This design comes from an exercise in tuning for small area, a short achievable clock period and few clock cycles per item on the open sky130 flow, not from production work. In this exercise RTL edits were held to simulation tests only and were not proved equivalent to the original. Power figures rest on the tool's default switching activity, not on a simulated workload.

==> flow/design.v <==
`timescale 1ns/1ps
package apu_pkg;
   localparam int NB_CORES = 4;
   localparam int NB_TYPES = 2;
   localparam int TAG_W    = $clog2(NB_CORES);
   localparam int MULT_LATENCY = 3;
   localparam int DIV_LATENCY  = 34;
   typedef logic [31:0]         word_t;
   typedef logic [TAG_W-1:0]    core_tag_t;
   typedef logic [NB_CORES-1:0] core_mask_t;
   typedef logic [1:0] op_t;
   typedef enum logic [$clog2(NB_TYPES)-1:0] {
      APU_MULT,
      APU_DIV
   } apu_type_e;
   typedef enum logic [1:0] {
      MUL_LO,
      MUL_H,
      MUL_HSU,
      MUL_HU
   } mult_op_e;
   typedef enum logic [1:0] {
      DIV_S,
      DIV_U,
      REM_S,
      REM_U
   } div_op_e;
endpackage
`timescale 1ns/1ps
module apu_core_unit #(
   parameter int ADD_ARCH = 0
) (
   input  logic        clk_i,
   input  logic        rst_i,
   input  logic        req_i,
   input  logic        type_i,
   input  logic [1:0]  op_i,
   input  logic [31:0] operand_a_i,
   input  logic [31:0] operand_b_i,
   output logic        ack_o,
   output logic        valid_o,
   output logic [31:0] result_o
);
   logic        ph_neg_q;    
   logic        ph_div_q;    
   logic        ph_mul_q;    
   logic        ph_fa_q;     
   logic        ph_fin_q;    
   logic        busy;
   logic [4:0]  cnt_q;
   logic        ack_q;
   logic        valid_q;
   logic        dneg_q;      
   logic        ext_q;       
   logic        rem_q;       
   logic        neg_q_q;     
   logic        neg_r_q;     
   logic        hi_q;        
   logic        uhi_q;       
   logic        a_div_q;     
   logic        a_r_q;       
   logic        a_nr_q;      
   logic        a_nq_q;      
   logic        cin_q;       
   logic        mskip_q;     
   logic        mlast_q;     
   logic        q_mhi_q;     
   logic        rneg_q;      
   logic [32:0] r_q;
   logic [31:0] q_q;
   logic        qm1_q;       
   logic [31:0] d_q;
   logic [34:0] p_q;
   assign busy = ph_neg_q | ph_div_q | ph_mul_q | ph_fa_q | ph_fin_q;
   logic [34:0] r_ext;
   logic [34:0] a_op;
   logic [34:0] sum;
   logic [35:0] sum_c;
   assign r_ext = {{2{r_q[32]}}, r_q};
   assign a_op  = ({35{a_div_q}} & {r_q[32], r_q, q_q[31]})
                | ({35{a_r_q}}   & r_ext)
                | ({35{a_nr_q}}  & ~r_ext)
                | ({35{a_nq_q}}  & ~{3'b000, q_q});
   apu_prefix_add #(.W(36), .ARCH(ADD_ARCH)) add_i (
      .a_i ({a_op, cin_q}),
      .b_i ({p_q, cin_q}),
      .s_o (sum_c)
   );
   assign sum = sum_c[35:1];
   logic        sneg;        
   logic [31:0] d_suf;       
   logic [47:0] x16;         
   logic [35:0] x4;          
   logic        skip16;
   logic        skip4;
   assign sneg = sum[34];
   always_comb begin
      d_suf = d_q;
      for (int s = 1; s < 32; s = s * 2) begin
         d_suf = d_suf | (d_suf >> s);
      end
   end
   assign x16 = {r_q[31:0], q_q[31:16]};
   assign x4  = {r_q[31:0], q_q[31:28]};
   always_comb begin
      skip16 = ~rneg_q & d_suf[0] & (cnt_q <= 5'd16) & ~|x16[47:31];
      skip4  = ~rneg_q & d_suf[0] & (cnt_q <= 5'd28) & ~|x4[35:31];
      for (int p = 0; p < 31; p++) begin
         skip16 = skip16 & (~x16[p] | d_suf[p+1]);
         skip4  = skip4  & (~x4[p]  | d_suf[p+1]);
      end
   end
   logic skip;
   logic rneg_nxt;           
   assign skip     = skip16 | skip4;
   assign rneg_nxt = ~skip & sneg;
   function automatic logic [2:0] booth(input logic b1, input logic b0, input logic bm1);
      booth[2] = b1;
      booth[1] = (b1 & ~b0 & ~bm1) | (~b1 & b0 & bm1);
      booth[0] = b0 ^ bm1;
   endfunction
   function automatic logic [34:0] ppgen(input logic [2:0] bd, input logic [34:0] m);
      ppgen = (({35{bd[0]}} & m) | ({35{bd[1]}} & {m[33:0], 1'b0})) ^ {35{bd[2]}};
   endfunction
   logic [9:0]  mq_nxt;      
   logic        mqm1_nxt;
   logic [4:0]  mcnt_nxt;    
   always_comb begin
      if (!busy) begin
         mq_nxt   = operand_a_i[9:0];
         mqm1_nxt = 1'b0;
         mcnt_nxt = 5'd0;
      end else if (mskip_q) begin
         mq_nxt   = q_q[17:8];
         mqm1_nxt = q_q[7];
         mcnt_nxt = cnt_q + 5'd8;
      end else begin
         mq_nxt   = q_q[11:2];
         mqm1_nxt = q_q[1];
         mcnt_nxt = cnt_q + 5'd2;
      end
   end
   logic mskip_nxt;
   logic mlast_nxt;
   assign mskip_nxt = (mcnt_nxt <= 5'd24) &
                      ((~|mq_nxt[7:0] & ~mqm1_nxt) | (&mq_nxt[7:0] & mqm1_nxt));
   assign mlast_nxt = mskip_nxt ? (mcnt_nxt == 5'd24) : (mcnt_nxt == 5'd30);
   logic [2:0]  bd_nxt;
   assign bd_nxt = booth(mq_nxt[1], mq_nxt[0], mqm1_nxt);
   logic        in_sdiv;
   logic        in_dneg;
   logic [31:0] d_in;        
   assign in_sdiv = type_i & ~op_i[0];
   assign in_dneg = in_sdiv & operand_b_i[31];
   assign d_in    = in_dneg ? ~operand_b_i : operand_b_i;
   logic [34:0] m_sel;
   logic [2:0]  p_bd;
   assign m_sel = busy ? {{3{ext_q}}, d_q}
                       : {{3{~type_i & (op_i == apu_pkg::MUL_H) & operand_b_i[31]}}, d_in};
   logic last_div;
   assign last_div = skip16 ? (cnt_q == 5'd16) : skip4 ? (cnt_q == 5'd28) : (cnt_q == 5'd31);
   logic fin_div;            
   logic fa_div;             
   assign fin_div = rem_q | neg_q_q;
   assign fa_div  = rem_q & neg_r_q & rneg_nxt & ~dneg_q;
   logic fin_mul;
   assign fin_mul = uhi_q;
   always_ff @(posedge clk_i) begin
      if (rst_i) begin
         ph_neg_q <= 1'b0;
         ph_div_q <= 1'b0;
         ph_mul_q <= 1'b0;
         ph_fa_q  <= 1'b0;
         ph_fin_q <= 1'b0;
         ack_q    <= 1'b0;
         valid_q  <= 1'b0;
      end else begin
         ack_q   <= 1'b0;
         valid_q <= 1'b0;
         if (!busy) begin
            if (req_i) begin
               ack_q    <= 1'b1;
               ph_neg_q <= in_sdiv & operand_a_i[31];
               ph_div_q <= type_i & ~(in_sdiv & operand_a_i[31]);
               ph_mul_q <= ~type_i;
            end
         end
         if (ph_neg_q) begin
            ph_neg_q <= 1'b0;
            ph_div_q <= 1'b1;
         end
         if (ph_div_q && last_div) begin
            ph_div_q <= 1'b0;
            ph_fa_q  <= fa_div;
            ph_fin_q <= fin_div & ~fa_div;
            valid_q  <= ~fin_div;
         end
         if (ph_mul_q && mlast_q) begin
            ph_mul_q <= 1'b0;
            ph_fin_q <= fin_mul;
            valid_q  <= ~fin_mul;
         end
         if (ph_fa_q) begin
            ph_fa_q  <= 1'b0;
            ph_fin_q <= 1'b1;
         end
         if (ph_fin_q) begin
            ph_fin_q <= 1'b0;
            valid_q  <= 1'b1;
         end
      end
   end
   always_comb begin
      p_bd = 3'b000;
      if (!busy) begin
         if (type_i) begin
            if (!(in_sdiv & operand_a_i[31])) begin
               p_bd = 3'b101;                    
            end
         end else begin
            p_bd = bd_nxt;
         end
      end
      if (ph_neg_q) begin
         p_bd = 3'b101;                          
      end
      if (ph_div_q) begin
         if (last_div) begin
            if (rem_q && rneg_nxt) begin
               p_bd = {neg_r_q & dneg_q, 2'b01};    
            end
         end else begin
            p_bd = {~rneg_nxt, 2'b01};           
         end
      end
      if (ph_mul_q) begin
         if (mlast_q) begin
            p_bd = 3'b001;                       
         end else begin
            p_bd = bd_nxt;
         end
      end
   end
   always_ff @(posedge clk_i) begin
      p_q <= ppgen(p_bd, m_sel);
   end
   always_ff @(posedge clk_i) begin
      a_div_q <= 1'b0;
      a_r_q   <= 1'b0;
      a_nr_q  <= 1'b0;
      a_nq_q  <= 1'b0;
      cin_q   <= 1'b0;
      mskip_q <= mskip_nxt;
      mlast_q <= mlast_nxt;
      q_mhi_q <= 1'b0;
      if (!busy) begin
         rneg_q <= 1'b0;
         if (type_i) begin
            if (in_sdiv & operand_a_i[31]) begin
               a_nq_q <= 1'b1;
               cin_q  <= 1'b1;
            end else begin
               a_div_q <= 1'b1;
               cin_q   <= ~in_dneg;
            end
         end else begin
            a_r_q   <= 1'b1;
            cin_q   <= bd_nxt[2];
            q_mhi_q <= op_i != apu_pkg::MUL_LO && mlast_nxt;
         end
      end
      if (ph_neg_q) begin
         a_div_q <= 1'b1;
         cin_q   <= ~dneg_q;
      end
      if (ph_div_q) begin
         rneg_q <= rneg_nxt;
         if (last_div) begin
            if (!rem_q) begin
               a_nq_q <= 1'b1;
               cin_q  <= 1'b1;
            end else if (!rneg_nxt) begin
               a_r_q  <= ~neg_r_q;
               a_nr_q <= neg_r_q;
               cin_q  <= neg_r_q;
            end else if (!neg_r_q || !dneg_q) begin
               a_r_q <= 1'b1;
               cin_q <= dneg_q;
            end else begin
               a_nr_q <= 1'b1;
               cin_q  <= 1'b1;
            end
         end else begin
            a_div_q <= 1'b1;
            cin_q   <= ~rneg_nxt ^ dneg_q;
         end
      end
      if (ph_fa_q) begin
         a_nr_q <= 1'b1;
         cin_q  <= 1'b1;
      end
      if (ph_mul_q) begin
         a_r_q <= 1'b1;
         if (!mlast_q) begin
            cin_q   <= bd_nxt[2];
            q_mhi_q <= hi_q & mlast_nxt;
         end
      end
   end
   always_ff @(posedge clk_i) begin
      if (!busy) begin
         cnt_q <= '0;
      end else if (ph_mul_q) begin
         cnt_q <= mcnt_nxt;
      end else if (ph_div_q) begin
         cnt_q <= cnt_q + (skip16 ? 5'd16 : skip4 ? 5'd4 : 5'd1);
      end
   end
   logic [32:0] r_div_pre;
   logic [31:0] q_div_pre;
   always_comb begin
      if (skip16) begin
         r_div_pre = {1'b0, x16[31:0]};
         q_div_pre = {q_q[15:0], 16'h0000};
      end else begin
         r_div_pre = {1'b0, x4[31:0]};
         q_div_pre = {q_q[27:0], 4'h0};
      end
   end
   logic [32:0] r_sh8;
   assign r_sh8 = {{8{r_q[32]}}, r_q[32:8]};
   always_ff @(posedge clk_i) begin
      if (!busy) begin
         r_q     <= '0;
         q_q     <= operand_a_i;
         qm1_q   <= 1'b0;
         d_q     <= d_in;
         dneg_q  <= in_dneg;
         ext_q   <= ~type_i & (op_i == apu_pkg::MUL_H) & operand_b_i[31];
         rem_q   <= op_i[1];
         hi_q    <= op_i != apu_pkg::MUL_LO;
         uhi_q   <= (op_i == apu_pkg::MUL_HU) & operand_a_i[31];
         neg_r_q <= in_sdiv & operand_a_i[31];
         neg_q_q <= in_sdiv & (operand_a_i[31] ^ operand_b_i[31]) & (|operand_b_i);
      end else begin
         if (ph_mul_q) begin
            if (mskip_q) begin
               r_q   <= r_sh8;
               q_q   <= q_mhi_q ? r_sh8[31:0] : {r_q[7:0], q_q[31:8]};
               qm1_q <= q_q[7];
            end else begin
               r_q   <= sum[34:2];
               q_q   <= q_mhi_q ? sum[33:2] : {sum[1:0], q_q[31:2]};
               qm1_q <= q_q[1];
            end
         end
         if (ph_div_q) begin
            r_q <= skip ? r_div_pre : sum[32:0];
            q_q <= skip ? q_div_pre : {q_q[30:0], ~sneg};
         end
         if (ph_fa_q) begin
            r_q <= sum[32:0];
         end
         if (ph_neg_q || ph_fin_q) begin
            q_q <= sum[31:0];
         end
      end
   end
   assign ack_o    = ack_q;
   assign valid_o  = valid_q;
   assign result_o = q_q;
endmodule
`timescale 1ns/1ps
module apu_prefix_add #(
   parameter int W    = 36,
   parameter int ARCH = 0
) (
   input  logic [W-1:0] a_i,
   input  logic [W-1:0] b_i,
   output logic [W-1:0] s_o
);
   localparam int L = $clog2(W);
   logic [W-1:0] g0, p0;
   logic [W-1:0] g [0:2*L];
   logic [W-1:0] p [0:2*L];
   assign g0 = a_i & b_i;
   assign p0 = a_i ^ b_i;
   always_comb begin
      for (int l = 0; l <= 2 * L; l++) begin
         g[l] = '0;
         p[l] = '0;
      end
      g[0] = g0;
      p[0] = p0;
      if (ARCH == 0) begin
         for (int l = 0; l < L; l++) begin
            g[l+1] = g[l];
            p[l+1] = p[l];
            for (int i = 0; i < W; i++) begin
               if (((i >> l) & 1) == 1) begin
                  g[l+1][i] = g[l][i] | (p[l][i] & g[l][((i >> l) << l) - 1]);
                  p[l+1][i] = p[l][i] & p[l][((i >> l) << l) - 1];
               end
            end
         end
         for (int l = L; l < 2 * L; l++) begin
            g[l+1] = g[l];
            p[l+1] = p[l];
         end
      end else if (ARCH == 1) begin
         for (int l = 0; l < L; l++) begin
            g[l+1] = g[l];
            p[l+1] = p[l];
            for (int i = (2 << l) - 1; i < W; i += (2 << l)) begin
               g[l+1][i] = g[l][i] | (p[l][i] & g[l][i - (1 << l)]);
               p[l+1][i] = p[l][i] & p[l][i - (1 << l)];
            end
         end
         for (int l = L - 2; l >= 0; l--) begin
            g[2*L-1-l] = g[2*L-2-l];
            p[2*L-1-l] = p[2*L-2-l];
            for (int i = 3 * (1 << l) - 1; i < W; i += (2 << l)) begin
               g[2*L-1-l][i] = g[2*L-2-l][i] | (p[2*L-2-l][i] & g[2*L-2-l][i - (1 << l)]);
               p[2*L-1-l][i] = p[2*L-2-l][i] & p[2*L-2-l][i - (1 << l)];
            end
         end
         g[2*L] = g[2*L-1];
         p[2*L] = p[2*L-1];
      end else begin
         for (int l = 0; l < L; l++) begin
            g[l+1] = g[l];
            p[l+1] = p[l];
            for (int i = (1 << l); i < W; i++) begin
               g[l+1][i] = g[l][i] | (p[l][i] & g[l][i - (1 << l)]);
               p[l+1][i] = p[l][i] & p[l][i - (1 << l)];
            end
         end
         for (int l = L; l < 2 * L; l++) begin
            g[l+1] = g[l];
            p[l+1] = p[l];
         end
      end
   end
   assign s_o = p0 ^ {g[2*L][W-2:0], 1'b0};
endmodule
`timescale 1ns/1ps
module apu_cluster (
   input  logic         clk_i,
   input  logic         rst_i,
   input  logic [3:0]   req_i,
   input  logic [3:0]   type_i,
   input  logic [7:0]   op_i,
   input  logic [127:0] operand_a_i,
   input  logic [127:0] operand_b_i,
   output logic [3:0]   ack_o,
   output logic [3:0]   valid_o,
   output logic [127:0] result_o
);
   for (genvar c = 0; c < apu_pkg::NB_CORES; c++) begin : g_core
      apu_core_unit unit_i (
         .clk_i       (clk_i),
         .rst_i       (rst_i),
         .req_i       (req_i[c]),
         .type_i      (type_i[c]),
         .op_i        (op_i[2*c +: 2]),
         .operand_a_i (operand_a_i[32*c +: 32]),
         .operand_b_i (operand_b_i[32*c +: 32]),
         .ack_o       (ack_o[c]),
         .valid_o     (valid_o[c]),
         .result_o    (result_o[32*c +: 32])
      );
   end
endmodule
==> flow/run.sh <==
#!/bin/bash
# synth_recipe.tcl (not shown) runs the flow's synth.tcl, then flattens the netlist and writes it again
# the make line also repeats each setting of config.mk as NAME=value (left out here)
make -C /OpenROAD-flow-scripts/flow DESIGN_CONFIG=/design/flow/config.mk WORK_HOME=/design/flow/orfs CLKGATE_MAP_FILE= SYNTH_SCRIPT=/design/flow/synth_recipe.tcl finish
==> flow/config.mk <==
export PLATFORM = sky130hd
export DESIGN_NAME = apu_cluster
export DESIGN_NICKNAME = apu_cluster
export VERILOG_FILES = /design/flow/design.v
export SDC_FILE = /design/flow/constraint.sdc
export NUM_CORES = 4
export LEC_CHECK = 0
export CAP_MARGIN = 20
export CORE_MARGIN = 2
export CORE_UTILIZATION = 40
export PLACE_DENSITY = 0.6
export SETUP_SLACK_MARGIN = 5
export SLEW_MARGIN = 20
export TNS_END_PERCENT = 0
==> flow/constraint.sdc <==
create_clock -name core_clock -period 9.0 [get_ports {clk_i}]
set_input_delay 1.8000 -clock core_clock [delete_from_list [all_inputs] [get_ports {clk_i}]]
set_output_delay 1.8000 -clock core_clock [all_outputs]
set_load 0.01 [all_outputs]
==> metrics.sh, run 1 <==
CLK_PIN_SLEW_NS=0.05
MIN_FROM='g_core[0].unit_i.ph_fin_q'
CLOCK.FMAX_GHz=0.222
CRITICAL_PATH_STARTPOINT_CATEGORY='register'
GATE_FAMILY_RESPONSIBLE_FOR_THE_MOST_DELAY_ALONG_THE_WORST_PATH='compound AO/OA/AOI/OAI gates'
R2R-END='g_core[2].unit_i.q_q[29]'
WORST-SLEW-PIN-TRANSITION_NS=1.23
DRT-INITIAL-DRC-COUNT=8489
ANTENNA_FOUND_INITIAL=10
SYNTH.AREA.TOP_CELLS='edfxtp_1 17%, dfxtp_1 13%, a21oi_1 6.1%'
CTS_MAX_LEVEL=3
YS_WARN_COUNT=4
IO_BUFFER_COUNT=409
DETAILED_PLACE_HPWL_UM=180000
DRIVE_ABOVE_1_SHARE_PCT=12.5
CLOCK-SINKS=636
YOSYS_CELL_TYPES=101
CLOCKBUFFERDEPTH=3
GRT_SETUP_UNREPAIRED='yes'
CRIT_BUF_INV=5
FIN_SKEW_NS=0.0224
MAXSLEWHEADROOM_PCT=17.1
CTS-ROOT-BUF='clkbuf_16'
FINAL_STD_CELL_AREA_NO_FILL_UM2=62900
SYN_AREA_PER_CELL_UM2=8.09
HOLD_CLASS='register to register'
DIE-WIDTH_UM=366
TIMING.CRITICAL_PATH.SLOWEST_CELL_DELAY_NS=0.57
ROUTE.DETAILED.DRC=0
TRITONCTS='yes'
CRIT_TYPE='register to register'
P_COMB_SHARE_PCT=59.9
ROW_COUNT=132
POSTSYNTH.TOPFLOPCELL='dfxtp_1'
FINISH.NET_COUNT=7149
IOS=410
PERIOD_SHARE_PCT=50.0
SYNTH_FP_NETS=6920
MAXCAPVIOLATIONS=0
SYN_AREA_UM2=52400
GR-USAGE-ALL-LAYERS_PCT=36.2
WHS_ENDPOINT='g_core[0].unit_i.ph_fin_q'
SYNTH-SEQ-AREA-SHARE_PCT=29.8
DIE-AREA_UM2=134000
GRT_FIRST_PASS_WIRELENGTH_UM=368000
YOSYS-TOP-CELLS-COUNT='638 x a21oi_1, 567 x nor2_1, 511 x nand2_1'
ASYNC_FLOP_SHARE_PCT=0
REGISTER_TO_REGISTER_SETUP_SLACK_NS=4.50
SYNTH_EDF_COUNT=288
CLKPWRFRAC_PCT=16.1
PLACED_STANDARD_CELL_AREA_UM2=58000
TIMING.CRITICAL_PATH.CELLS='inv_1 -> a221o_1 -> ha_4 -> nand4_1 -> or4_1 -> o211ai_1 -> buf_4 -> buf_6 -> o21ai_4 -> inv_2 -> a21oi_4 -> fa_2 -> inv_2 -> mux4_2 -> a21oi_2 -> a211o_1 -> o21ai_2'
TIMING.CRITICAL_PATH.FANOUT_MAX=6
POWER.INTERNAL_mW=11.0
SLOWEST_STAGE='fa_2'
LEAK_nW=23.9
SWITCHING_POWER_mW=11.2
SYNTHESIZED_INSTANCE_COUNT=6470
CRITPATHLAUNCH='g_core[2].unit_i.q_q[18]'
CRIT_PATH_FREQUENT_CELL='inv_2'
WORST_R2R_STARTPOINT='g_core[2].unit_i.q_q[18]'
VIA_PER_INST=6.70
YOSYSMOSTFREQUENTCELL='a21oi_1'
POSTSYNTHREGISTERBITS=636
SYN2LAYOUT_AREA_GROWTH_PCT=20.2
REG2REGPATHDEPTH=17
SW_FRAC_OF_TOTAL_PCT=50.4
TIMING.FINAL.CRIT_PERIOD_NS=4.50
ROUTED_WIRE_LENGTH_PER_INSTANCE_UM=30.1
MAX-VDD-IR-DROP_uV=166
SYNTH_TOP_AREA_SHARE_PCT=16.5
NUM-FILL-CELLS=12700
CRIT_REQUIRED_NS=9.43
GRT_START_MAX_NET_PINS=86
NUMBER_OF_CLOCK_BUFFERS_INSERTED_BY_TRITONCTS=85
SETUP-VIOLATIONS-FINAL=0
ANTENNA_VIOLATING_NETS_POST_ROUTE=0
AREA_INSIDE_THE_CORE_BOUNDARY_UM2=130000
GRT-OVFL-TOTAL=0
HOLD_VIOL=0
DETAILROUTE.VIA_COUNT=57000
HOLDPATHSTAGES=1
FIRST_GLOBAL_VIAS=53100
CLK_LATENCY_NS=0.70
FIRST_PASS_ITERS=11
ENDPOINT_KIND='register'
HOLD_SLACK_NS=0.498
WORST_PATH_DEPTH=17
DIE_HEIGHT_UM=366
SYNTHDOMINANTAREACELLTYPE='edfxtp_1'
CRITICAL_PATH_ARRIVAL_NS=4.93
FINALWIRELENGTH_UM=256000
TNS_NS=0
GP_ROUTABILITY_CONGESTION=1.03
INITIAL_UTILIZATION_PCT=40.4
RUN_STATUS='no timing/DRC/antenna violations'
PWR-SHARE-SEQ_PCT=24.1
FINAL_MAX_SLEW_VIOL_COUNT=0
POWERDENSITY_nW_PER_UM2=352
metrics by stage:
step,power (mW),std cells,utilization (%),worst slack (ns)
finish,22.2,8515,48.5,4.50
global route,22.8,8510,48.5,4.36
CTS,21.1,8445,47.7,4.61
detailed placement,17.0,8245,44.7,3.41
global placement,17.0,8245,44.7,3.50
floorplan,12.1,6470,-,4.93
registers in the layout, indices dropped and copies added, names as in the netlist, 20 cells and up:
signal,flops
g_core.unit_i.d_q,128
g_core.unit_i.r_q,132
g_core.unit_i.p_q,136
g_core.unit_i.q_q,128
g_core.unit_i.cnt_q,20
cell families (layout without fill, tap and decap cells):
| family | Yosys count | in the layout | synth area share [%] |
|---|---|---|---|
| buffers and inverters | 853 | 1150 | 6.42 |
| and+or+nand+nor | 1720 | 1720 | 15.1 |
| xor gates and xnor gates | 400 | 400 | 6.69 |
| adders and majority gates | 176 | 176 | 4.55 |
| AOI/OAI and AO/OA | 2263 | 2264 | 28.2 |
| muxes | 422 | 422 | 9.19 |
| other | 0 | 5 | 0 |
| DFF | 636 | 636 | 29.8 |
power by group through the flow:
stage | combinational, mW | clock, mW | sequential [mW]
3_5_place_dp | 11.7 | 0 | 5.30
3_3_place_gp | 11.7 | 0 | 5.31
6_report | 13.3 | 3.56 | 5.33
4_1_cts | 12.3 | 3.59 | 5.23
2_1_floorplan | 7.62 | 0 | 4.46
5_1_grt | 13.8 | 3.68 | 5.33
worst register-to-register path, delay by kind of cell, from the launching register on:
kind | cells | cell delay [ns]
and+or+nand+nor | 2 | 0.70
muxes | 1 | 0.46
AOI/OAI and AO/OA | 7 | 1.05
adders and majority gates | 2 | 0.87
buffers and inverters | 5 | 0.60
DFF | 1 | 0.55
layer usage:
metal	GRT usage [%]	share of wire, %	vias to the layer above
li1	-	-	24600
met1	47.4	39	27200
met2	52.9	41	4241
met3	10.5	13	1069
met4	20.8	7.1	14
met5	0	0.034	-
worst max path at each step:
stage	to	slack, ns
after global routing	g_core[2].unit_i.q_q[29]	4.36
after detailed placement	g_core[2].unit_i.p_q[22]	3.41
after CTS	g_core[0].unit_i.q_q[30]	4.61
after global placement	g_core[2].unit_i.p_q[31]	3.50
after floorplan	g_core[2].unit_i.q_q[29]	4.93
final	g_core[2].unit_i.q_q[29]	4.50
repair_timing:
item                       CTS  global route
setup endpoints to repair  425           385
cloned                       1             1
setup buffers               43            63
pin swaps                   24            30
hold buffers                 0             0
hold endpoints to repair     0             0
resized for setup          183           119
cell type report:
| type | count | area (µm²) | share of cell area (%) |
|---|---|---|---|
| repair buffers | 686 | 6430 | 10.2 |
| multi-input cells | 4982 | 34600 | 54.9 |
| clock inverters | 42 | 443 | 0.704 |
| flip-flops and latches | 636 | 15800 | 25.0 |
| clock buffers | 114 | 2370 | 3.77 |
| diodes | 5 | 12.5 | 0.0199 |
| well taps | 1742 | 2180 | 3.46 |
| inverters | 308 | 1170 | 1.86 |
layout by cell type, fill, tap and decap left out, types with 25 or more instances in the layout:
master and instances:
nand4_1 37, clkbuf_16 89, nor3_1 102, dfxtp_1 280, nor2_1 553, buf_4 243, and3_1 33, ha_1 131
o21ai_0 446, xor2_1 72, a221o_1 105, xnor2_1 305, a21o_1 57, mux2i_1 285, a21oi_1 629, nand3_1 108
o21ai_1 33, a22oi_1 59, dfxtp_2 45, a221oi_1 95, mux4_2 37, nand2_1 503, mux2_2 97, or3_1 54
o22ai_1 148, a31oi_1 53, edfxtp_1 288, a211oi_1 129, nand2b_1 61, inv_1 287, nor2b_1 52, nor4_1 69
o21bai_1 34, clkdlybuf4s50_1 408, o211ai_1 92, o221ai_1 85, o31ai_1 25
Testbench counts, summed over its fixed seeds: cycles 10,836, jobs 3,072.
==> run 2: changes to the inputs <==
--- a/flow/design.v
+++ b/flow/design.v
@@ -66,4 +66,8 @@
    logic        mlast_q;     
    logic        q_mhi_q;     
+   logic        qs_mlo_q;    
+   logic        qs_mhi_q;    
+   logic        qs_msk_q;    
+   logic        qs_mskhi_q;  
    logic        rneg_q;      
    logic [32:0] r_q;
@@ -148,4 +152,6 @@
    logic [2:0]  bd_nxt;
    assign bd_nxt = booth(mq_nxt[1], mq_nxt[0], mqm1_nxt);
+   logic        hi_nxt;      
+   assign hi_nxt = busy ? hi_q : (op_i != apu_pkg::MUL_LO);
    logic        in_sdiv;
    logic        in_dneg;
@@ -254,4 +260,14 @@
       mlast_q <= mlast_nxt;
       q_mhi_q <= 1'b0;
+      qs_mlo_q   <= 1'b0;
+      qs_mhi_q   <= 1'b0;
+      qs_msk_q   <= 1'b0;
+      qs_mskhi_q <= 1'b0;
+      if (!rst_i && ((!busy && req_i && !type_i) || (ph_mul_q && !mlast_q))) begin
+         qs_mlo_q   <= ~mskip_nxt & ~(hi_nxt & mlast_nxt);
+         qs_mhi_q   <= ~mskip_nxt &  (hi_nxt & mlast_nxt);
+         qs_msk_q   <=  mskip_nxt & ~(hi_nxt & mlast_nxt);
+         qs_mskhi_q <=  mskip_nxt &  (hi_nxt & mlast_nxt);
+      end
       if (!busy) begin
          rneg_q <= 1'b0;
@@ -317,21 +333,34 @@
       end
    end
-   logic [32:0] r_div_pre;
-   logic [31:0] q_div_pre;
-   always_comb begin
-      if (skip16) begin
-         r_div_pre = {1'b0, x16[31:0]};
-         q_div_pre = {q_q[15:0], 16'h0000};
-      end else begin
-         r_div_pre = {1'b0, x4[31:0]};
-         q_div_pre = {q_q[27:0], 4'h0};
-      end
-   end
    logic [32:0] r_sh8;
    assign r_sh8 = {{8{r_q[32]}}, r_q[32:8]};
+   logic        dstep;       
+   logic        dsk16;       
+   logic        dsk4;        
+   assign dstep = ph_div_q & ~skip;
+   assign dsk16 = ph_div_q & skip16;
+   assign dsk4  = ph_div_q & ~skip16 & skip4;
+   logic [32:0] r_nxt;
+   logic [31:0] q_nxt;
+   assign r_nxt = ({33{qs_mlo_q | qs_mhi_q}}    & sum[34:2])
+                | ({33{dstep | ph_fa_q}}        & sum[32:0])
+                | ({33{qs_msk_q | qs_mskhi_q}}  & r_sh8)
+                | ({33{dsk16}}                  & {1'b0, x16[31:0]})
+                | ({33{dsk4}}                   & {1'b0, x4[31:0]})
+                | ({33{ph_neg_q | ph_fin_q}}    & r_q);
+   assign q_nxt = ({32{ph_neg_q | ph_fin_q}}    & sum[31:0])
+                | ({32{qs_mlo_q}}               & {sum[1:0], q_q[31:2]})
+                | ({32{qs_mhi_q}}               & sum[33:2])
+                | ({32{dstep}}                  & {q_q[30:0], ~sneg})
+                | ({32{~busy}}                  & operand_a_i)
+                | ({32{qs_msk_q}}               & {r_q[7:0], q_q[31:8]})
+                | ({32{qs_mskhi_q}}             & r_sh8[31:0])
+                | ({32{dsk16}}                  & {q_q[15:0], 16'h0000})
+                | ({32{dsk4}}                   & {q_q[27:0], 4'h0})
+                | ({32{ph_fa_q}}                & q_q);
    always_ff @(posedge clk_i) begin
+      r_q <= r_nxt;
+      q_q <= q_nxt;
       if (!busy) begin
-         r_q     <= '0;
-         q_q     <= operand_a_i;
          qm1_q   <= 1'b0;
          d_q     <= d_in;
@@ -343,26 +372,6 @@
          neg_r_q <= in_sdiv & operand_a_i[31];
          neg_q_q <= in_sdiv & (operand_a_i[31] ^ operand_b_i[31]) & (|operand_b_i);
-      end else begin
-         if (ph_mul_q) begin
-            if (mskip_q) begin
-               r_q   <= r_sh8;
-               q_q   <= q_mhi_q ? r_sh8[31:0] : {r_q[7:0], q_q[31:8]};
-               qm1_q <= q_q[7];
-            end else begin
-               r_q   <= sum[34:2];
-               q_q   <= q_mhi_q ? sum[33:2] : {sum[1:0], q_q[31:2]};
-               qm1_q <= q_q[1];
-            end
-         end
-         if (ph_div_q) begin
-            r_q <= skip ? r_div_pre : sum[32:0];
-            q_q <= skip ? q_div_pre : {q_q[30:0], ~sneg};
-         end
-         if (ph_fa_q) begin
-            r_q <= sum[32:0];
-         end
-         if (ph_neg_q || ph_fin_q) begin
-            q_q <= sum[31:0];
-         end
+      end else if (ph_mul_q) begin
+         qm1_q <= mskip_q ? q_q[7] : q_q[1];
       end
    end
==> metrics.sh, run 2 <==
SYNTH-SEQ-AREA-SHARE_PCT=30.6  # +0.77 points
WORST_R2R_STARTPOINT='g_core[3].unit_i.a_r_q'
MIN_FROM='g_core[2].unit_i.hi_q'
FINALNONFILLERCELLS=7327  # -14%
DETAILROUTE.VIA_COUNT=49600  # -13%
SYNTH_EDF_COUNT=156  # -46%
ROUTE.DETAILED.DRC=0  # unchanged
CRIT_PATH_FREQUENT_CELL='a221o_1'
NUM-FILL-CELLS=11400  # -9.8%
PWR-SHARE-SEQ_PCT=28.7  # +4.6 points
IOS=410  # unchanged
WHS_ENDPOINT='g_core[2].unit_i.hi_q'
GR-USAGE-ALL-LAYERS_PCT=33.3  # -2.9 points
HOLD_CLASS='register to register'
CTS-ROOT-BUF='clkbuf_16'
CLK_PIN_SLEW_NS=0.06  # about the same
FIRST_GLOBAL_VIAS=46100  # -13%
FINISH.NET_COUNT=6167  # -14%
ANTENNA_FOUND_INITIAL=11  # +1
POWER.INTERNAL_mW=10.3  # -6.2%
DIE_HEIGHT_UM=349  # -4.7%
SW_FRAC_OF_TOTAL_PCT=50.3  # about the same
CLOCK-SINKS=648  # +1.9%
YS_WARN_COUNT=4  # unchanged
R2R-END='g_core[3].unit_i.q_q[15]'
P_COMB_SHARE_PCT=55.2  # -4.7 points
HOLDPATHSTAGES=2  # +1
ENDPOINT_KIND='register'
CRITICAL_PATH_STARTPOINT_CATEGORY='register'
CRITPATHLAUNCH='g_core[3].unit_i.a_r_q'
YOSYS-TOP-CELLS-COUNT='539 x nand2_1, 492 x dfxtp_1, 431 x clkbuf_1'
ASYNC_FLOP_SHARE_PCT=0  # unchanged
DETAILED_PLACE_HPWL_UM=148000  # -18%
CLOCKBUFFERDEPTH=3  # unchanged
SLOWEST_STAGE='o211ai_1'
REGISTER_TO_REGISTER_SETUP_SLACK_NS=4.50  # about the same
DIE-WIDTH_UM=349  # -4.7%
HOLD_VIOL=0  # unchanged
FINAL_MAX_SLEW_VIOL_COUNT=0  # unchanged
GP_ROUTABILITY_CONGESTION=0.992  # -3.9%
REG2REGPATHDEPTH=14  # -3
ANTENNA_VIOLATING_NETS_POST_ROUTE=0  # unchanged
SWITCHING_POWER_mW=10.5  # -6.4%
FIRST_PASS_ITERS=12  # +1
AREA_INSIDE_THE_CORE_BOUNDARY_UM2=118000  # -9.0%
GRT_FIRST_PASS_WIRELENGTH_UM=310000  # -16%
POSTSYNTH.TOPFLOPCELL='dfxtp_1'
SETUP-VIOLATIONS-FINAL=0  # unchanged
NUMBER_OF_CLOCK_BUFFERS_INSERTED_BY_TRITONCTS=81  # -4.7%
CRITICAL_PATH_ARRIVAL_NS=5.10  # +0.17 ns
FINAL_CELL_MIX='532 x nand2_1, 437 x dfxtp_1, 408 x clkdlybuf4s50_1'
POSTSYNTHREGISTERBITS=648  # +1.9%
SYNTH_TOP_AREA_SHARE_PCT=20.7  # +4.2 points
GATE_FAMILY_RESPONSIBLE_FOR_THE_MOST_DELAY_ALONG_THE_WORST_PATH='compound AO/OA/AOI/OAI gates'
RUN_STATUS='no timing/DRC/antenna violations'
MAX_FFS_PER_REGISTER=136  # unchanged
SYN_AREA_PER_CELL_UM2=8.45  # +4.4%
MAX-VDD-IR-DROP_uV=219  # +32%
HOLD_BUFFERS=0  # unchanged
FINALWIRELENGTH_UM=213000  # -17%
TNS_NS=0  # unchanged
TIMING.FINAL.CRIT_PERIOD_NS=4.50  # +0.00624 ns
SYNTHDOMINANTAREACELLTYPE='dfxtp_1'
REGISTERS.TOP_BY_FF_COUNT='g_core.unit_i.p_q'
TIMING.CRITICAL_PATH.CELLS='buf_12 -> mux2_4 -> a221o_1 -> ha_1 -> nor2b_4 -> o31a_1 -> o41a_1 -> a41oi_2 -> buf_4 -> o21a_1 -> fa_1 -> o211ai_1 -> a221o_1 -> a221o_1'
FINALWORSTSETUPSLACK_NS=4.50  # -0.00624 ns
DRT-INITIAL-DRC-COUNT=7652  # -9.9%
DRIVE_ABOVE_1_SHARE_PCT=9.22  # -3.2 points
CRIT_TYPE='register to register'
GRT_START_MAX_NET_PINS=79  # -8.1%
DP_SLACK_NS=3.49  # +0.0817 ns
SYNTH.AREA.TOP_CELLS='dfxtp_1 21%, edfxtp_1 9.9%, xnor2_1 5.8%'
LEAK_nW=21.6  # -9.6%
IO_BUFFER_COUNT=409  # unchanged
DIE-AREA_UM2=122000  # -9.2%
CRIT_REQUIRED_NS=9.60  # +0.17 ns
POWERDENSITY_nW_PER_UM2=371  # +5.4%
CTS_MAX_LEVEL=3  # unchanged
SYN2LAYOUT_AREA_GROWTH_PCT=17.8
MAXSLEWHEADROOM_PCT=20.3  # +3.2 points
GRT_SETUP_UNREPAIRED='yes'
CRIT_BUF_INV=2  # -3
MAXCAPVIOLATIONS=0  # unchanged
FIN_SKEW_NS=0.0350  # +0.0126 ns
REPORT.POWER.TOTAL_mW=20.8  # -6.3%
GRT-OVFL-TOTAL=0  # unchanged
SYNTHESIZED_INSTANCE_COUNT=5622  # -13%
MOSTFREQUENTLAYOUTCELL='nand2_1'
WORST-SLEW-PIN-TRANSITION_NS=1.19  # -0.0491 ns
POST-PLACE-CELLS=7132  # -13%
INITIAL_UTILIZATION_PCT=40.3  # -0.095 points
SYN_AREA_UM2=47500  # -9.3%
CLKPWRFRAC_PCT=16.1  # about the same
LAYOUT_TOP_REGISTERS='g_core.unit_i.p_q x136, g_core.unit_i.r_q x132'
TRITONCTS='yes'
VIA_PER_INST=6.77  # +1.0%
SYNTH_FP_NETS=6072  # -12%
ROW_COUNT=126  # -4.5%
TIMING.CRITICAL_PATH.SLOWEST_CELL_DELAY_NS=0.82  # +0.25 ns
CLK_LATENCY_NS=0.66  # -0.04 ns
ROUTED_WIRE_LENGTH_PER_INSTANCE_UM=29.1  # -3.4%
YOSYSMOSTFREQUENTCELL='nand2_1'
TIMING.CRITICAL_PATH.FANOUT_MAX=4  # -2
CLOCK.FMAX_GHz=0.222  # -0.14%
PERIOD_SHARE_PCT=50.1  # +0.069 points
YOSYS_CELL_TYPES=108  # +6.9%
[run 2: worst max-delay path by stage]
stage	depth (start not counted)	end
final	14	g_core[3].unit_i.q_q[15]
after global routing	14	g_core[1].unit_i.q_q[29]
after CTS	19	g_core[3].unit_i.q_q[29]
after detailed placement	15	g_core[3].unit_i.p_q[25]
after global placement	15	g_core[3].unit_i.p_q[25]
after floorplan	19	g_core[1].unit_i.q_q[16]
[run 2: per-layer routing]
metal | wire, µm | GRT usage [%] | up-vias
met2 | 90300 | 49.6 | 3762
met3 | 26500 | 8.31 | 803
met5 | 52 | 0 | -
met4 | 12000 | 16.6 | 8
met1 | 84100 | 44.7 | 23600
li1 | - | - | 21400
[run 2: stage by stage]
step	cell area, µm²	utilization [%]	hold WS, ns
CTS	55500	47.1	0.466
global placement	52300	44.3	0.451
finish	55900	47.4	0.462
floorplan	47600	-	0.424
detailed placement	52300	44.3	0.450
global route	55900	47.4	0.513
[run 2: power groups by stage]
stage,clock [mW],combinational [mW],sequential (mW)
final,3.34,11.5,5.96
after CTS,3.37,10.8,5.76
after detailed placement,0,10.6,5.80
after floorplan,0,7.49,4.57
after global routing,3.48,12.1,5.92
after global placement,0,10.5,5.83
[run 2: area by class of cell]
cell class / count / area [µm²] / share of cell area, %
clock buffer: 116 / 2360 / 4.22
clock inverter: 34 / 294 / 0.526
multi-input combinational: 4180 / 30300 / 54.2
tap: 1536 / 1920 / 3.44
antenna: 7 / 17.5 / 0.0313
sequential: 648 / 14600 / 26.2
inverter: 238 / 915 / 1.63
timing repair buffer: 568 / 5470 / 9.77
[run 2: timing repair]
item                       CTS  global route
setup endpoints to repair  362           411
pin swaps                   17            28
setup buffers               21            12
cloned                       3             1
resized for setup           73            88
[run 2: logic make-up after synthesis]
kind of cell | after synthesis | synth area share, %
AND/OR/NAND/NOR | 1566 | 16.2
XOR/XNOR | 387 | 7.13
AO/OA/AOI/OAI | 1744 | 27.9
flip-flops | 648 | 30.6
multiplexers | 303 | 6.50
adder cells (fa/ha/maj) | 178 | 5.06
buffers and inverters | 796 | 6.69
[run 2: worst reg2reg max path, stage by stage, from the launching register on]
cell and delay, ns:
dfxtp_4 0.35, buf_12 0.12, mux2_4 0.25, a221o_1 0.32, ha_1 0.31, nor2b_4 0.13
o31a_1 0.25, o41a_1 0.41, a41oi_2 0.25, buf_4 0.18, o21a_1 0.21, fa_1 0.54
o211ai_1 0.82, a221o_1 0.21, a221o_1 0.10
Testbench counts of run 2, summed over its fixed seeds: cycles 10,836, jobs 3,072.

==> what the ideal ports hide <==
In the flow no input, the clock included, has a driving cell. The finished layouts below were timed again as built, in two steps.
Step 1: set_driving_cell puts a clkbuf_16 on clk_i and a buf_2 on each other input, an assumption about the parent block.
Step 2 adds t to the input delays and takes it off the output delays; t is the mean of the earliest and latest rising clock arrival at the registers after step 1. Input paths then give back, and output paths get back, about the clock's delay inside the block.
Slacks: ideal / step 1 / step 2; pairs: ideal / step 1.
run	shift t [ns]	setup WS [ns]	worst setup path after step 2
run 1	0.768	4.501 / 4.501 / 3.962	input to register
run 2	0.710	4.495 / 4.495 / 3.980	input to register
After both steps setup and hold are still met in every run listed. The setup slack of run 1, which loses most, moves by 0.000 ns with the drivers and by -0.539 ns with both steps.
